Context: an optimization exercise on an open-source flow, tuned for small area, a short achievable clock period and few clock cycles per item. The choices shown serve that exercise and are no tape-out recipe.
In this exercise RTL edits were held to simulation tests only and were not proved equivalent to the original.

==> flow/design.v <==
`default_nettype none
module ascon_perm_engine #(
    parameter int UNROLL  = 1,
    parameter int SLICE_W = 64
) (
    input  logic         clk,
    input  logic         rst,
    input  logic         in_valid_i,
    output logic         in_ready_o,
    input  logic [3:0]   rounds_i,
    input  logic [319:0] state_i,
    output logic         out_valid_o,
    input  logic         out_ready_i,
    output logic [319:0] state_o,
    output logic         busy_o
);
    localparam int W = 64;
    logic [319:0] st_q;        
    logic [3:0]   r_q;         
    logic         busy_q;      
    logic         valid_q;     
    logic         run_q;       
    logic         ld_q;        
    function automatic logic [W-1:0] ror(input logic [W-1:0] x, input int n);
        ror = (x >> n) | (x << (W - n));
    endfunction
    function automatic logic [319:0] half_a(input logic [319:0] s, input logic [7:0] c);
        logic [W-1:0] x0, x1, x2, x3, x4;
        logic [W-1:0] t0, t1, t2, t3, t4;
        x0 = s[4*W +: W];
        x1 = s[3*W +: W];
        x2 = s[2*W +: W];
        x3 = s[1*W +: W];
        x4 = s[0*W +: W];
        x2 = x2 ^ {{(W-8){1'b0}}, c};
        x0 = x0 ^ x4;
        x4 = x4 ^ x3;
        x2 = x2 ^ x1;
        t0 = ~x0 & x1;
        t1 = ~x1 & x2;
        t2 = ~x2 & x3;
        t3 = ~x3 & x4;
        t4 = ~x4 & x0;
        x0 = x0 ^ t1;
        x1 = x1 ^ t2;
        x2 = x2 ^ t3;
        x3 = x3 ^ t4;
        x4 = x4 ^ t0;
        x1 = x1 ^ x0;
        x0 = x0 ^ x4;
        x3 = x3 ^ x2;
        x2 = ~x2;
        half_a = {x0, x1, x2, x3, x4};
    endfunction
    function automatic logic [319:0] lin(input logic [319:0] s);
        logic [W-1:0] x0, x1, x2, x3, x4;
        x0 = s[4*W +: W];
        x1 = s[3*W +: W];
        x2 = s[2*W +: W];
        x3 = s[1*W +: W];
        x4 = s[0*W +: W];
        x0 = x0 ^ ror(x0, 19) ^ ror(x0, 28);
        x1 = x1 ^ ror(x1, 61) ^ ror(x1, 39);
        x2 = x2 ^ ror(x2, 1)  ^ ror(x2, 6);
        x3 = x3 ^ ror(x3, 10) ^ ror(x3, 17);
        x4 = x4 ^ ror(x4, 7)  ^ ror(x4, 41);
        lin = {x0, x1, x2, x3, x4};
    endfunction
    logic [319:0] l_q;         
    logic         dlv;         
    logic         acc;         
    logic [3:0]   r0;          
    logic [3:0]   r_d;
    logic [319:0] a_in;
    always_comb begin
        l_q  = lin(st_q);
        dlv  = valid_q & out_ready_i;
        in_ready_o = ~busy_q | dlv;
        acc  = in_valid_i & in_ready_o;
        r0   = ((rounds_i == 4'd0) || (rounds_i > 4'd12)) ? 4'd0 : 4'd12 - rounds_i;
        r_d  = run_q ? r_q + 4'd1 : r0;
        a_in[319:160] = run_q ? l_q[319:160] : state_i[319:160];
        a_in[159:0]   = ld_q  ? state_i[159:0] : l_q[159:0];
    end
    always_ff @(posedge clk) begin
        if (rst) begin
            busy_q  <= 1'b0;
            valid_q <= 1'b0;
            run_q   <= 1'b0;
            ld_q    <= 1'b1;
        end else if (acc) begin
            busy_q  <= 1'b1;
            valid_q <= (r0 == 4'd11);
            run_q   <= (r0 != 4'd11);
            ld_q    <= (r0 == 4'd11);
        end else if (dlv) begin
            busy_q  <= 1'b0;
            valid_q <= 1'b0;
        end else if (run_q) begin
            valid_q <= (r_q == 4'd10);
            run_q   <= (r_q != 4'd10);
            ld_q    <= (r_q == 4'd10);
        end
    end
    always_ff @(posedge clk) begin
        if (~valid_q | out_ready_i) begin
            st_q <= half_a(a_in, {~r_d, r_d});
            r_q  <= r_d;
        end
    end
    assign out_valid_o = valid_q;
    assign busy_o      = busy_q;
    assign state_o     = l_q;
endmodule
`default_nettype wire
export LEC_CHECK = 0
export CAP_MARGIN = 20
export CORE_MARGIN = 2
export CORE_UTILIZATION = 40
export SETUP_SLACK_MARGIN = 2.2
export SLEW_MARGIN = 20
create_clock -name core_clock -period 5.0 [get_ports {clk}]
standard.sh (not shown) runs the stock make flow with config.mk's settings and CLKGATE_MAP_FILE= SYNTH_SCRIPT=/design/flow/synth_recipe.tcl, a recipe that flattens the netlist after the stock synthesis.
==> flow/flow/run.sh <==
#!/bin/bash
# Own layout flow: the standard flow (standard synthesis, floorplan, power
# grid, placement, CTS, routing) with two changes to how it is made:
#  - ports are buffered with buf_1 instead of the default buffer choice;
#  - timing repair only resizes and swaps pins (no buffer trees or cloning).
# ORFS writes every tool's full log under orfs/logs/; make's own output goes
# to flow_make.log here.
set -euo pipefail
export BUFFER_PORTS_ARGS="-buffer_cell sky130_fd_sc_hd__buf_1"
export SETUP_MOVE_SEQUENCE="sizeup,swap"
export SKIP_GATE_CLONING=1
bash standard.sh finish > flow_make.log 2>&1
Testbench counts at the start, summed over its fixed seeds: cycles 11,884, items 1,280.
Edit:
==> flow/flow/run.sh (replaced) <==
#!/bin/bash
# Own layout flow: the standard flow (standard synthesis, floorplan, power
# grid, placement, CTS, routing) with two changes to how it is made:
#  - ports are buffered with buf_1 instead of the default buffer choice;
#  - timing repair uses its default moves.
# ORFS writes every tool's full log under orfs/logs/; make's own output goes
# to flow_make.log here.
set -euo pipefail
export BUFFER_PORTS_ARGS="-buffer_cell sky130_fd_sc_hd__buf_1"


bash standard.sh finish > flow_make.log 2>&1
Clock skew barely changes. Worst setup slack improves by 0.17 ns. Fmax grows by a few percent. Synthesized cell count does not change. Count of clock-buffer cells in the layout does not change. Global-route usage grows by 0.69 points.
Edit:
==> flow/flow/run.sh (replaced) <==
#!/bin/bash
# Own layout flow: the standard flow (standard synthesis, floorplan, power
# grid, placement, CTS, routing) with two changes to how it is made:
#  - ports are buffered with buf_1 instead of the default buffer choice;
#  - timing repair only resizes and swaps pins (no buffer trees or cloning).
# ORFS writes every tool's full log under orfs/logs/; make's own output goes
# to flow_make.log here.
set -euo pipefail
export BUFFER_PORTS_ARGS="-buffer_cell sky130_fd_sc_hd__buf_1"
export SETUP_MOVE_SEQUENCE="sizeup,swap"
export SKIP_GATE_CLONING=1
bash standard.sh finish > flow_make.log 2>&1
Settings changed: SETUP_SLACK_MARGIN 2.2 to 2.0.
Result:
- wire length falls by 4.3%
- via count came out lower by 7.5%
- cell area falls by 13%
- critical path depth is lower by 2
- count of clock-buffer cells in the layout came out lower by 4
- sequential cell count is unchanged
- clock skew is about the same
- cell count decreases by 8.2%
- global-route usage shrinks by 1.5 points
Edit:
==> flow/flow/run.sh (replaced) <==
#!/bin/bash
# Own layout flow: the standard flow (standard synthesis, floorplan, power
# grid, placement, CTS, routing) with two changes to how it is made:
#  - ports are buffered with buf_2 instead of the default buffer choice;
#  - timing repair uses its default moves.
# ORFS writes every tool's full log under orfs/logs/; make's own output goes
# to flow_make.log here.
set -euo pipefail
export BUFFER_PORTS_ARGS="-buffer_cell sky130_fd_sc_hd__buf_2"


bash standard.sh finish > flow_make.log 2>&1
Settings changed: SETUP_SLACK_MARGIN 2.0 to 1.5.
Result: The new run produced a clean layout; via count drops by about 0.6%; wire length is about the same; final area drops by about 0.32%; worst setup slack gets worse by 0.30 ns; worst hold slack gets worse by 0.015 ns; fmax drops by about 9%; register-to-register slack gets worse by 0.08 ns.
Edit:
==> flow/flow/run.sh (replaced) <==
#!/bin/bash
# Own layout flow: the standard flow (standard synthesis, floorplan, power
# grid, placement, CTS, routing) with two changes to how it is made:
#  - ports are buffered with buf_1 instead of the default buffer choice;
#  - timing repair uses its default moves.
# ORFS writes every tool's full log under orfs/logs/; make's own output goes
# to flow_make.log here.
set -euo pipefail
export BUFFER_PORTS_ARGS="-buffer_cell sky130_fd_sc_hd__buf_1"


bash standard.sh finish > flow_make.log 2>&1
Settings changed: CORE_UTILIZATION 40 to 60, SETUP_SLACK_MARGIN 1.5 to 1.8.
What happened:
- die area came out lower by 33%
- sequential share of layout area grows by 1.2 points
- worst hold slack gets better by 0.028 ns
- area after synthesis does not change
- count of clock-buffer cells in the layout fell by 11
- wire length came out lower by 9.2%
- final area went down by 4.1%
Edit:
Settings changed: CORE_UTILIZATION 60 to 40, CTS_BUF_LIST from default to sky130_fd_sc_hd__clkbuf_8, CTS_CLUSTER_SIZE from default to 40.
What happened: The changed run completed with no timing, DRC or antenna violations; flip-flop and latch count is unchanged; clock-buffer cell count is higher by 23; global-route usage is lower by 13 points; non-clock buffer count is higher by 6; synthesized area is unchanged; die area is higher by 49%; cell area is higher by 1.8%; sequential share of layout area is lower by 0.53 points.

---

== onyx ==
RTL: the design.v shown in full above, as it stands there.
clock: 5.0 ns
lec_check: 0
cap_margin: 20
core_margin: 2
core_utilization: 40
place_density: 0.75
setup_slack_margin: 2.0
slew_margin: 20
==> flow/flow/run.sh <==
#!/bin/bash
# Own layout flow: the standard flow (standard synthesis, floorplan, power
# grid, placement, CTS, routing) with two changes to how it is made:
#  - ports are buffered with buf_1 instead of the default buffer choice;
#  - timing repair only resizes and swaps pins (no buffer trees or cloning).
# ORFS writes every tool's full log under orfs/logs/; make's own output goes
# to flow_make.log here.
set -euo pipefail
export BUFFER_PORTS_ARGS="-buffer_cell sky130_fd_sc_hd__buf_1"
export SETUP_MOVE_SEQUENCE="sizeup,swap"
export SKIP_GATE_CLONING=1
bash standard.sh finish > flow_make.log 2>&1
onyx reached the final stage; the timing, design-rule and antenna checks on its layout passed.
Testbench counts of onyx, summed over its fixed seeds: cycles 11,884, items 1,280.
Relative to onyx, the following input files were edited for zinc:
- PLACE_DENSITY: 0.75 -> unset
- SETUP_SLACK_MARGIN: 2.0 -> 2.4
### Flow results
Going from onyx to zinc, routed wire length grows by about 6%. [compare] base=onyx new=zinc: global-route usage now sits higher. In terms of net total in the final layout, zinc and onyx differ only marginally. zinc can be clocked slower than onyx. Final critical-path setup slack deteriorates in zinc relative to onyx. When the final numbers for zinc and onyx were put side by side, the clock-buffer cell count turned out to be smaller in onyx. Global-route met2 utilization is higher on zinc.
Changes in lagoon relative to zinc:
- SETUP_SLACK_MARGIN now 2.1, was 2.4
==> comparison <==
The flow did not stop early for lagoon: all stages ran, and the layout cleared the timing, design-rule and antenna checks. The more densely filled core belongs to zinc, not lagoon. Compared with zinc, lagoon shows a lower tightest hold margin.
Input-level comparison between raven and lagoon:
- SETUP_SLACK_MARGIN now 2.0, was 2.1
==> flow/flow/run.sh <==
#!/bin/bash
# Own layout flow: the standard flow (standard synthesis, floorplan, power
# grid, placement, CTS, routing) with two changes to how it is made:
#  - ports are buffered with buf_1 instead of the default buffer choice;
#  - timing repair uses its default moves.
# ORFS writes every tool's full log under orfs/logs/; make's own output goes
# to flow_make.log here.
set -euo pipefail
export BUFFER_PORTS_ARGS="-buffer_cell sky130_fd_sc_hd__buf_1"


bash standard.sh finish > flow_make.log 2>&1
- raven: full flow OK, the timing, design-rule and antenna checks passed
- Met1 track utilization from global routing: raven < lagoon
- In the flow results for lagoon and raven, the via count is smaller on raven.
- Summary of the comparison: HPWL reported at the end of detailed placement is lower in raven, relative to lagoon.
- Compared with lagoon, in raven slack of the critical path now sits higher; transition at the pin with the smallest max-transition slack saw a decrease.
- In terms of final weighted congestion in routability-driven placement, lagoon and raven differ only marginally.
Changes in nickel relative to raven:
- SETUP_SLACK_MARGIN changed from 2.0 to 1.8
==> flow/flow/run.sh <==
#!/bin/bash
# Own layout flow: the standard flow (standard synthesis script, floorplan,
# power grid, placement, CTS, routing) with three changes to how it is made:
#  - the 3-input XOR/XNOR cells are added to the platform's don't-use list, so
#    synthesis maps the linear layer to 2-input XORs, which take less area;
#  - ports are buffered with buf_1 instead of the default buffer choice;
#  - timing repair only resizes and swaps pins (no buffer trees or cloning).
# ORFS writes every tool's full log under orfs/logs/; make's own output goes
# to flow_make.log here.
set -euo pipefail
PLATFORM_DONT_USE="sky130_fd_sc_hd__probe_p_8 sky130_fd_sc_hd__probec_p_8 sky130_fd_sc_hd__lpflow_bleeder_1 sky130_fd_sc_hd__lpflow_clkbufkapwr_1 sky130_fd_sc_hd__lpflow_clkbufkapwr_16 sky130_fd_sc_hd__lpflow_clkbufkapwr_2 sky130_fd_sc_hd__lpflow_clkbufkapwr_4 sky130_fd_sc_hd__lpflow_clkbufkapwr_8 sky130_fd_sc_hd__lpflow_clkinvkapwr_1 sky130_fd_sc_hd__lpflow_clkinvkapwr_16 sky130_fd_sc_hd__lpflow_clkinvkapwr_2 sky130_fd_sc_hd__lpflow_clkinvkapwr_4 sky130_fd_sc_hd__lpflow_clkinvkapwr_8 sky130_fd_sc_hd__lpflow_decapkapwr_12 sky130_fd_sc_hd__lpflow_decapkapwr_3 sky130_fd_sc_hd__lpflow_decapkapwr_4 sky130_fd_sc_hd__lpflow_decapkapwr_6 sky130_fd_sc_hd__lpflow_decapkapwr_8 sky130_fd_sc_hd__lpflow_inputiso0n_1 sky130_fd_sc_hd__lpflow_inputiso0p_1 sky130_fd_sc_hd__lpflow_inputiso1n_1 sky130_fd_sc_hd__lpflow_inputiso1p_1 sky130_fd_sc_hd__lpflow_inputisolatch_1 sky130_fd_sc_hd__lpflow_isobufsrc_1 sky130_fd_sc_hd__lpflow_isobufsrc_16 sky130_fd_sc_hd__lpflow_isobufsrc_2 sky130_fd_sc_hd__lpflow_isobufsrc_4 sky130_fd_sc_hd__lpflow_isobufsrc_8 sky130_fd_sc_hd__lpflow_isobufsrckapwr_16 sky130_fd_sc_hd__lpflow_lsbuf_lh_hl_isowell_tap_1 sky130_fd_sc_hd__lpflow_lsbuf_lh_hl_isowell_tap_2 sky130_fd_sc_hd__lpflow_lsbuf_lh_hl_isowell_tap_4 sky130_fd_sc_hd__lpflow_lsbuf_lh_isowell_4 sky130_fd_sc_hd__lpflow_lsbuf_lh_isowell_tap_1 sky130_fd_sc_hd__lpflow_lsbuf_lh_isowell_tap_2 sky130_fd_sc_hd__lpflow_lsbuf_lh_isowell_tap_4"
XOR3="sky130_fd_sc_hd__xor3_1 sky130_fd_sc_hd__xor3_2 sky130_fd_sc_hd__xor3_4 sky130_fd_sc_hd__xnor3_1 sky130_fd_sc_hd__xnor3_2 sky130_fd_sc_hd__xnor3_4"
export BUFFER_PORTS_ARGS="-buffer_cell sky130_fd_sc_hd__buf_1"
export SETUP_MOVE_SEQUENCE="sizeup,swap"
export SKIP_GATE_CLONING=1
bash standard.sh "DONT_USE_CELLS=$PLATFORM_DONT_USE $XOR3" finish > flow_make.log 2>&1
Arrival time of data at the critical path endpoint (lower): raven
As far as met1 wire length is concerned, nickel and raven perform about the same.
nickel ended up with a lower hold slack than raven did.
met2 wire length in nickel is about 3% lower than in raven
When nickel is set beside raven, its number of non-clock buffers turns out to be 6.1% smaller.
nickel ended with less wire length of the first global-routing pass than raven.
Via count (nickel over raven): increase, about 1.4%

afterwards: timing with drivers on the ports:
How much do the figures lean on ideal ports? The routed layouts below were timed once more, with nothing changed but the port constraints. Step 1, drivers: a clkbuf_16 drives clk and a buf_2 each remaining input, both assumed. Step 2, shift: input delay + t, output delay - t, t = (earliest + latest rising clock arrival at the registers) / 2. This alone moves slack from input paths to output paths. Three values: ideal ports, drivers, drivers and shift; two values: the first two.
| run | t (ns) | setup WS [ns] | hold slack, ns | worst setup path after step 2 | clock arrival spread, ns |
|---|---|---|---|---|---|
| the first run of note 1 | 0.645 | 1.912 / 1.843 / 1.679 | 0.649 / 0.627 / 0.649 | input to register | 0.013 / 0.013 |
| the second run of note 1 | 0.642 | 2.078 / 2.010 / 1.669 | 0.650 / 0.627 / 0.650 | input to register | 0.012 / 0.012 |
| the third run of note 1 | 0.637 | 1.920 / 1.851 / 1.455 | 0.627 / 0.627 / 0.627 | input to register | 0.015 / 0.015 |
| the fourth run of note 1 | 0.653 | 1.625 / 1.559 / 1.386 | 0.612 / 0.570 / 0.641 | input to register | 0.022 / 0.022 |
| the fifth run of note 1 | 0.641 | 1.705 / 1.640 / 1.335 | 0.640 / 0.640 / 0.640 | input to register | 0.028 / 0.029 |
| the sixth run of note 1 | 0.710 | 1.750 / 1.684 / 1.308 | 0.620 / 0.588 / 0.641 | input to register | 0.046 / 0.046 |
| onyx | 0.641 | 1.883 / 1.819 / 1.461 | 0.664 / 0.633 / 0.667 | input to register | 0.021 / 0.021 |
| zinc | 0.642 | 1.858 / 1.793 / 1.672 | 0.666 / 0.666 / 0.666 | input to register | 0.024 / 0.024 |
| lagoon | 0.629 | 1.911 / 1.846 / 1.509 | 0.638 / 0.630 / 0.638 | input to register | 0.021 / 0.020 |
| raven | 0.637 | 1.958 / 1.891 / 1.441 | 0.627 / 0.627 / 0.627 | input to register | 0.013 / 0.013 |
| nickel | 0.639 | 1.724 / 1.657 / 1.333 | 0.548 / 0.548 / 0.548 | input to register | 0.015 / 0.016 |
After both steps every run listed still meets setup and hold. For raven, which loses most, drivers alone change the setup slack by -0.067 ns; drivers and shift together by -0.517 ns.
